What follows belongs to an exercise in optimizing a design on an open flow for small area, a short achievable clock period and few clock cycles per item; a production flow would make more cautious choices.
Function not checked in this run: the RTL went through the layout flow alone.
Power figures rest on the tool's default switching activity, not on a simulated workload.

--- design/flow/design.v ---
`timescale 1ns / 1ps
package pcxrle_pkg;
   localparam int BYTE_W = 8;
   localparam int CFG_W  = 13;
   localparam int RUN_W  = 6;
   localparam int RGB_W  = 24;
   localparam logic [BYTE_W-1:0] RUN_MARK   = 8'd191;
   localparam logic [BYTE_W-1:0] COUNT_MASK = 8'd63;
   localparam int PALETTE_ENTRIES_DEF = 256;
   localparam int MAX_DIMENSION_DEF   = 4096;
   localparam logic [CFG_W-1:0] DIM_RESET = 13'd256;
   localparam logic CSR_IMAGE_WIDTH  = 1'b0;
   localparam logic CSR_IMAGE_HEIGHT = 1'b1;
   localparam logic CMD_DATA    = 1'b0;
   localparam logic CMD_PALETTE = 1'b1;
   typedef struct packed {
      logic pal_we;
      logic set_run;
      logic take_run;
      logic load_literal;
      logic emit;
   } ctrl_cmd_type;
   typedef struct packed {
      logic is_palette;
      logic run_pending;
      logic is_header;
      logic run_len_zero;
      logic out_free;
      logic burst_done;
   } ctrl_status_type;
endpackage
`timescale 1ns / 1ps
module pcxrle_ram #(
   parameter int WIDTH = 24,
   parameter int DEPTH = 256
) (
   input  logic             clock,
   input  logic             we,
   input  logic [15:0]      sel_hi,
   input  logic [15:0]      sel_lo,
   input  logic [WIDTH-1:0] wdata,
   output logic [WIDTH-1:0] rdata
);
   logic [DEPTH-1:0] dec;
   logic [WIDTH-1:0] row  [DEPTH];
   logic [WIDTH-1:0] lvl0 [DEPTH];
   for (genvar i = 0; i < DEPTH; i++) begin : g_row
      assign dec[i] = sel_hi[i / 16] & sel_lo[i % 16];
      always_ff @(posedge clock) begin
         if (we & dec[i]) begin
            row[i] <= wdata;
         end
      end
      assign lvl0[i] = row[i] & {WIDTH{dec[i]}};
   end
   logic [WIDTH-1:0] lvl1 [DEPTH/2];
   logic [WIDTH-1:0] lvl2 [DEPTH/4];
   logic [WIDTH-1:0] lvl3 [DEPTH/8];
   logic [WIDTH-1:0] lvl4 [DEPTH/16];
   logic [WIDTH-1:0] lvl5 [DEPTH/32];
   logic [WIDTH-1:0] lvl6 [DEPTH/64];
   logic [WIDTH-1:0] lvl7 [DEPTH/128];
   for (genvar i = 0; i < DEPTH/2; i++)   begin : g_l1 assign lvl1[i] = lvl0[2*i] | lvl0[2*i+1]; end
   for (genvar i = 0; i < DEPTH/4; i++)   begin : g_l2 assign lvl2[i] = lvl1[2*i] | lvl1[2*i+1]; end
   for (genvar i = 0; i < DEPTH/8; i++)   begin : g_l3 assign lvl3[i] = lvl2[2*i] | lvl2[2*i+1]; end
   for (genvar i = 0; i < DEPTH/16; i++)  begin : g_l4 assign lvl4[i] = lvl3[2*i] | lvl3[2*i+1]; end
   for (genvar i = 0; i < DEPTH/32; i++)  begin : g_l5 assign lvl5[i] = lvl4[2*i] | lvl4[2*i+1]; end
   for (genvar i = 0; i < DEPTH/64; i++)  begin : g_l6 assign lvl6[i] = lvl5[2*i] | lvl5[2*i+1]; end
   for (genvar i = 0; i < DEPTH/128; i++) begin : g_l7 assign lvl7[i] = lvl6[2*i] | lvl6[2*i+1]; end
   assign rdata = lvl7[0] | lvl7[1];
endmodule
`timescale 1ns / 1ps
import pcxrle_pkg::*;
module pcxrle_ctrl #(
   parameter int DEPTH = 3
) (
   input  logic              clock,
   input  logic              reset,
   input  logic              req_valid,
   output logic              req_stall,
   input  logic              req_cmd,
   input  logic [BYTE_W-1:0] req_data_byte,
   input  logic [BYTE_W-1:0] req_pal_index,
   input  logic [BYTE_W-1:0] req_pal_red,
   input  logic [BYTE_W-1:0] req_pal_green,
   input  logic [BYTE_W-1:0] req_pal_blue,
   output logic              pal_we,
   output logic [15:0]       pal_sel_hi,
   output logic [15:0]       pal_sel_lo,
   output logic [RGB_W-1:0]  pal_wdata,
   input  logic [RGB_W-1:0]  pal_rdata,
   output logic              head_valid,
   output logic [RGB_W-1:0]  head_rgb,
   output logic [RUN_W-1:0]  head_n,
   input  logic              pop
);
   localparam int PW = (DEPTH > 1) ? $clog2(DEPTH) : 1;
   localparam int CW = $clog2(DEPTH + 1);
   logic              stall_ff;
   logic              take;
   logic [BYTE_W-1:0] idx;
   logic              v1_ff;
   logic              cmd1_ff;
   logic [15:0]       hi1_ff, lo1_ff;
   logic [RGB_W-1:0]  wd1_ff;
   assign take = req_valid & ~stall_ff;
   assign idx  = (req_cmd == CMD_PALETTE) ? req_pal_index : req_data_byte;
   always_ff @(posedge clock) begin
      if (reset) begin
         v1_ff <= 1'b0;
      end else begin
         v1_ff <= take;
      end
   end
   always_ff @(posedge clock) begin
      cmd1_ff <= req_cmd;
      hi1_ff  <= 16'(1) << idx[7:4];
      lo1_ff  <= 16'(1) << idx[3:0];
      wd1_ff  <= {req_pal_red, req_pal_green, req_pal_blue};
   end
   assign pal_we     = v1_ff & (cmd1_ff == CMD_PALETTE);
   assign pal_sel_hi = hi1_ff;
   assign pal_sel_lo = lo1_ff;
   assign pal_wdata  = wd1_ff;
   logic             is_data;
   logic             is_header;
   logic [3:0]       hi_bin, lo_bin;
   logic [RUN_W-1:0] hdr_count;
   logic             pending_ff;
   logic [RUN_W-1:0] runlen_ff;
   logic             push;
   logic [RUN_W-1:0] push_n;
   always_comb begin
      hi_bin = '0;
      lo_bin = '0;
      for (int i = 0; i < 16; i++) begin
         if (hi1_ff[i]) hi_bin = hi_bin | 4'(i);
         if (lo1_ff[i]) lo_bin = lo_bin | 4'(i);
      end
   end
   assign is_data   = v1_ff & (cmd1_ff == CMD_DATA);
   assign is_header = |hi1_ff[15:12];             
   assign hdr_count = {hi_bin[1:0], lo_bin};      
   assign push      = is_data & (pending_ff ? (runlen_ff != '0) : ~is_header);
   assign push_n    = pending_ff ? runlen_ff : RUN_W'(1);
   always_ff @(posedge clock) begin
      if (reset) begin
         pending_ff <= 1'b0;
         runlen_ff  <= '0;
      end else if (is_data) begin
         pending_ff <= ~pending_ff & is_header;
         if (!pending_ff && is_header) begin
            runlen_ff <= hdr_count;
         end
      end
   end
   logic [RGB_W-1:0] q_rgb [DEPTH];
   logic [RUN_W-1:0] q_n   [DEPTH];
   logic [PW-1:0]    wr_ff, rd_ff;
   logic [CW-1:0]    cnt_ff, cnt_in;
   logic [PW-1:0] wr_inc, rd_inc;
   assign wr_inc = (wr_ff == PW'(DEPTH - 1)) ? '0 : wr_ff + PW'(1);
   assign rd_inc = (rd_ff == PW'(DEPTH - 1)) ? '0 : rd_ff + PW'(1);
   always_ff @(posedge clock) begin
      if (push) begin
         q_rgb[wr_ff] <= pal_rdata;
         q_n[wr_ff]   <= push_n;
      end
   end
   assign cnt_in = cnt_ff + CW'(push) - CW'(pop);
   always_ff @(posedge clock) begin
      if (reset) begin
         wr_ff    <= '0;
         rd_ff    <= '0;
         cnt_ff   <= '0;
         stall_ff <= 1'b0;
      end else begin
         if (push) wr_ff <= wr_inc;
         if (pop)  rd_ff <= rd_inc;
         cnt_ff   <= cnt_in;
         stall_ff <= ((CW+1)'(cnt_in) + (CW+1)'(take & (req_cmd == CMD_DATA)))
                     >= (CW+1)'(DEPTH);
      end
   end
   assign head_valid = (cnt_ff != '0);
   assign head_rgb   = q_rgb[rd_ff];
   assign head_n     = q_n[rd_ff];
   assign req_stall  = stall_ff;
endmodule
`timescale 1ns / 1ps
import pcxrle_pkg::*;
module pcxrle_dp #(
   parameter int MAX_DIMENSION = MAX_DIMENSION_DEF
) (
   input  logic              clock,
   input  logic              reset,
   input  logic              head_valid,
   input  logic [RGB_W-1:0]  head_rgb,
   input  logic [RUN_W-1:0]  head_n,
   output logic              pop,
   output logic              rsp_valid,
   input  logic              rsp_stall,
   output logic [BYTE_W-1:0] rsp_red,
   output logic [BYTE_W-1:0] rsp_green,
   output logic [BYTE_W-1:0] rsp_blue,
   output logic              rsp_last_of_burst,
   output logic              rsp_last_of_image,
   input  logic              csr_write,
   input  logic              csr_index,
   input  logic [CFG_W-1:0]  csr_data
);
   localparam int DIM_W = $clog2(MAX_DIMENSION + 1);    
   localparam int TOT_W = 2 * DIM_W;                     
   localparam int CNT_W = TOT_W - 1;                     
   logic             csr_v_ff;
   logic             csr_i_ff;
   logic [CFG_W-1:0] csr_d_ff;
   logic [CFG_W-1:0] width_ff, height_ff;
   always_ff @(posedge clock) begin
      if (reset) begin
         csr_v_ff <= 1'b0;
      end else begin
         csr_v_ff <= csr_write;
      end
   end
   always_ff @(posedge clock) begin
      csr_i_ff <= csr_index;
      csr_d_ff <= csr_data;
   end
   always_ff @(posedge clock) begin
      if (reset) begin
         width_ff  <= DIM_RESET;
         height_ff <= DIM_RESET;
      end else if (csr_v_ff) begin
         if (csr_i_ff == CSR_IMAGE_WIDTH) begin
            width_ff <= csr_d_ff;
         end else begin
            height_ff <= csr_d_ff;
         end
      end
   end
   logic [DIM_W-1:0] dim_w, dim_h;
   assign dim_w = (width_ff == '0) ? DIM_W'(1)
                : (32'(width_ff) > 32'(MAX_DIMENSION)) ? DIM_W'(MAX_DIMENSION)
                : DIM_W'(width_ff);
   assign dim_h = (height_ff == '0) ? DIM_W'(1)
                : (32'(height_ff) > 32'(MAX_DIMENSION)) ? DIM_W'(MAX_DIMENSION)
                : DIM_W'(height_ff);
   logic             busy_ff;
   logic [3:0]       step_ff;
   logic [TOT_W-1:0] prod_ff;
   logic [DIM_W:0]   psum;
   assign psum = {1'b0, prod_ff[TOT_W-1:DIM_W]} + (prod_ff[0] ? {1'b0, dim_w} : '0);
   always_ff @(posedge clock) begin
      if (reset) begin
         busy_ff <= 1'b0;
         step_ff <= '0;
         prod_ff <= TOT_W'(32'(DIM_RESET) * 32'(DIM_RESET));
      end else if (csr_v_ff) begin
         busy_ff <= 1'b1;
         step_ff <= '0;
      end else if (busy_ff) begin
         if (step_ff == '0) begin
            prod_ff <= {DIM_W'(0), dim_h};
         end else begin
            prod_ff <= {psum, prod_ff[DIM_W-1:1]};
         end
         step_ff <= step_ff + 4'd1;
         if (step_ff == 4'(DIM_W)) begin
            busy_ff <= 1'b0;
         end
      end
   end
   logic             o_valid_ff;
   logic [RGB_W-1:0] o_rgb_ff;
   logic             o_lob_ff, o_loi_ff;
   logic [RUN_W-1:0] rem_ff;         
   logic [CNT_W-1:0] cnt1_ff;        
   logic             o_free, ready, rep, emit, last;
   logic [RUN_W-1:0] n_cur;
   assign o_free = ~o_valid_ff | ~rsp_stall;
   assign ready  = ~busy_ff & ~csr_v_ff;
   assign rep    = (rem_ff != '0);
   assign emit   = o_free & ready & (rep | head_valid);
   assign pop    = o_free & ready & ~rep & head_valid;
   assign n_cur  = rep ? rem_ff : head_n;
   assign last   = ({1'b0, cnt1_ff} >= prod_ff);
   always_ff @(posedge clock) begin
      if (reset) begin
         o_valid_ff <= 1'b0;
         rem_ff     <= '0;
         cnt1_ff    <= CNT_W'(1);
      end else begin
         if (emit) begin
            o_valid_ff <= 1'b1;
            rem_ff     <= last ? '0 : n_cur - RUN_W'(1);
            cnt1_ff    <= last ? CNT_W'(1) : cnt1_ff + CNT_W'(1);
         end else if (o_free) begin
            o_valid_ff <= 1'b0;
         end
      end
   end
   always_ff @(posedge clock) begin
      if (emit) begin
         if (!rep) begin
            o_rgb_ff <= head_rgb;
         end
         o_lob_ff <= last | (n_cur == RUN_W'(1));
         o_loi_ff <= last;
      end
   end
   assign rsp_valid         = o_valid_ff;
   assign rsp_red           = o_rgb_ff[RGB_W-1 -: BYTE_W];
   assign rsp_green         = o_rgb_ff[2*BYTE_W-1 -: BYTE_W];
   assign rsp_blue          = o_rgb_ff[BYTE_W-1:0];
   assign rsp_last_of_burst = o_lob_ff;
   assign rsp_last_of_image = o_loi_ff;
endmodule
`timescale 1ns / 1ps
import pcxrle_pkg::*;
module pcx_rle_palette_decoder_core
#(
   parameter int PALETTE_ENTRIES = PALETTE_ENTRIES_DEF,
   parameter int MAX_DIMENSION   = MAX_DIMENSION_DEF
) (
   input  logic              clock,
   input  logic              reset,
   input  logic              req_valid,
   output logic              req_stall,
   input  logic              req_cmd,
   input  logic [BYTE_W-1:0] req_data_byte,
   input  logic [BYTE_W-1:0] req_pal_index,
   input  logic [BYTE_W-1:0] req_pal_red,
   input  logic [BYTE_W-1:0] req_pal_green,
   input  logic [BYTE_W-1:0] req_pal_blue,
   output logic              rsp_valid,
   input  logic              rsp_stall,
   output logic [BYTE_W-1:0] rsp_red,
   output logic [BYTE_W-1:0] rsp_green,
   output logic [BYTE_W-1:0] rsp_blue,
   output logic              rsp_last_of_burst,
   output logic              rsp_last_of_image,
   input  logic              csr_valid,
   output logic              csr_ready,
   input  logic              csr_index,
   input  logic [CFG_W-1:0]  csr_data
);
   logic              pal_we;
   logic [15:0]       pal_sel_hi, pal_sel_lo;
   logic [RGB_W-1:0]  pal_wdata, pal_rdata;
   logic              head_valid;
   logic [RGB_W-1:0]  head_rgb;
   logic [RUN_W-1:0]  head_n;
   logic              pop;
   assign csr_ready = 1'b1;
   pcxrle_ctrl #(
      .DEPTH (4)
   ) u_ctrl (
      .clock         (clock),
      .reset         (reset),
      .req_valid     (req_valid),
      .req_stall     (req_stall),
      .req_cmd       (req_cmd),
      .req_data_byte (req_data_byte),
      .req_pal_index (req_pal_index),
      .req_pal_red   (req_pal_red),
      .req_pal_green (req_pal_green),
      .req_pal_blue  (req_pal_blue),
      .pal_we        (pal_we),
      .pal_sel_hi    (pal_sel_hi),
      .pal_sel_lo    (pal_sel_lo),
      .pal_wdata     (pal_wdata),
      .pal_rdata     (pal_rdata),
      .head_valid    (head_valid),
      .head_rgb      (head_rgb),
      .head_n        (head_n),
      .pop           (pop)
   );
   pcxrle_ram #(
      .WIDTH (RGB_W),
      .DEPTH (PALETTE_ENTRIES)
   ) u_palette (
      .clock  (clock),
      .we     (pal_we),
      .sel_hi (pal_sel_hi),
      .sel_lo (pal_sel_lo),
      .wdata  (pal_wdata),
      .rdata  (pal_rdata)
   );
   pcxrle_dp #(
      .MAX_DIMENSION (MAX_DIMENSION)
   ) u_dp (
      .clock             (clock),
      .reset             (reset),
      .head_valid        (head_valid),
      .head_rgb          (head_rgb),
      .head_n            (head_n),
      .pop               (pop),
      .rsp_valid         (rsp_valid),
      .rsp_stall         (rsp_stall),
      .rsp_red           (rsp_red),
      .rsp_green         (rsp_green),
      .rsp_blue          (rsp_blue),
      .rsp_last_of_burst (rsp_last_of_burst),
      .rsp_last_of_image (rsp_last_of_image),
      .csr_write         (csr_valid & csr_ready),
      .csr_index         (csr_index),
      .csr_data          (csr_data)
   );
endmodule
--- design/flow/run.sh ---
#!/bin/bash
# synth_recipe.tcl (not shown) runs the flow's synth.tcl, then flattens the netlist and writes it again
# the make line also repeats each setting of config.mk as NAME=value (left out here)
make -C /OpenROAD-flow-scripts/flow DESIGN_CONFIG=/design/flow/config.mk WORK_HOME=/design/flow/orfs CLKGATE_MAP_FILE= SYNTH_SCRIPT=/design/flow/synth_recipe.tcl finish
--- design/flow/config.mk ---
export PLATFORM = sky130hd
export DESIGN_NAME = pcx_rle_palette_decoder_core
export DESIGN_NICKNAME = pcx_rle_palette_decoder_core
export VERILOG_FILES = /design/flow/design.v
export SDC_FILE = /design/flow/constraint.sdc
export NUM_CORES = 4
export LEC_CHECK = 0
export CAP_MARGIN = 20
export CORE_MARGIN = 2
export CORE_UTILIZATION = 55
export PLACE_DENSITY = 0.65
export SETUP_SLACK_MARGIN = 3.4
export SLEW_MARGIN = 20
export SYNTH_MEMORY_MAX_BITS = 8192
--- design/flow/constraint.sdc ---
create_clock -name core_clock -period 6.0 [get_ports {clock}]
set_input_delay 1.2000 -clock core_clock [delete_from_list [all_inputs] [get_ports {clock}]]
set_output_delay 1.2000 -clock core_clock [all_outputs]
set_load 0.01 [all_outputs]
==> qor.txt <==
clk buf depth - 4
CTS Sinks - 6469
CTS root buf - clkbuf_16
largest area contributor in the netlist - edfxtp_1
Primary FF master, synth - edfxtp_1
CTS HTree Levels - 6
total grt overflow - 3969
I/O pin count - 89
dpl cells - 19200
Fail Step - global routing
Yosys reg bits - 6469
mux share of post-synthesis cell area - 0.303%
tool error - [ERROR GRT-0116] Global routing finished with congestion. Check the congestion regions in the DRC Viewer.
syn nets - 13200
top cell type's share of synthesized area - 79.8%
first-pass GRT wire length - 2590000 um
# port buffers - 87
Area contributors post-synth - edfxtp_1 (80%), a22oi_1 (4.5%), a22o_1 (2.4%), a221oi_1 (1.8%), dfxtp_1 (1.5%)
row count - 240
most common cell in the netlist - edfxtp_1
Post-synth top cells - edfxtp_1 (6290), a22oi_1 (1428), clkbuf_1 (730)
Mapped Avg Cell Area - 18.1 sq um
number of flops mapped to enable cells by yosys - 6290
main combinational cell family by area after synthesis - compound AO/OA/AOI/OAI gates
number of global-route vias before repair - 215000
Seq/Total Area, Yosys - 81.4%
post-synthesis cell type count - 75
Synth Instances - 13100
worst slack, placed - -0.0234 ns
pin count of the biggest net entering global routing - 144
Post-Synth Simple-Gate Area - 4.79%
Initial Util - 55.3%
Synth Area in Compound Gates - 11.4%
gp weighted congestion - 1.32
TritonCTS buffer count - 649
FFs w/ async S/R, synth - 0%
status - aborted with a tool error
hpwl dp - 1150000 um
post-synthesis xor/xnor area fraction - 0.137%
post-synthesis adder-cell area fraction - 0.287%
Synth Cell Area - 237000 sq um
Die Height - 660 um
Overall Global Routing Usage - 91.8%
Die Width - 660 um
yosys warns - 12
## cells by family after synthesis
family,count (synthesis)
flip-flops,6469
AO/OA/AOI/OAI,3379
AND/OR/NAND/NOR,2041
buffers and inverters,1039
adder cells (fa/ha/maj),53
XOR/XNOR,37
multiplexers,34
other,1
## power by group through the flow
| stage | Sequential [mW] | Combinational, mW | Clock, mW |
|---|---|---|---|
| CTS | 50.1 | 4.55 | 39.9 |
| global placement | 51.1 | 4.12 | 0 |
| detailed placement | 51.1 | 4.20 | 0 |
| floorplan | 51.2 | 1.44 | 0 |
## layer usage
metal | overflow | global-route usage (%)
met1 | 717 | 92.0
met2 | 1384 | 96.4
met3 | 758 | 89.2
met4 | 1002 | 87.8
met5 | 108 | 80.3
## worst min-delay path by stage
stage,slack [ns],endpoint
4_1_cts,0.46,u_ctrl.v1_ff
3_5_place_dp,0.44,u_ctrl.v1_ff
3_3_place_gp,0.46,u_ctrl.v1_ff
2_1_floorplan,0.42,u_dp.width_ff[10]
## metrics by stage
stage / TNS (ns) / area, sq um / util (%)
after global placement: -12.15 / 257000 / 60.0
after floorplan: 0 / 240000 / -
after CTS: 0 / 283000 / 66.1
after detailed placement: -0.0932 / 258000 / 60.2
## repair_timing
action / 4_1_cts
cloned: 7
setup buffers: 180
hold buffers: 0
setup endpoints to repair: 6574
resized for setup: 526
pin swaps: 111
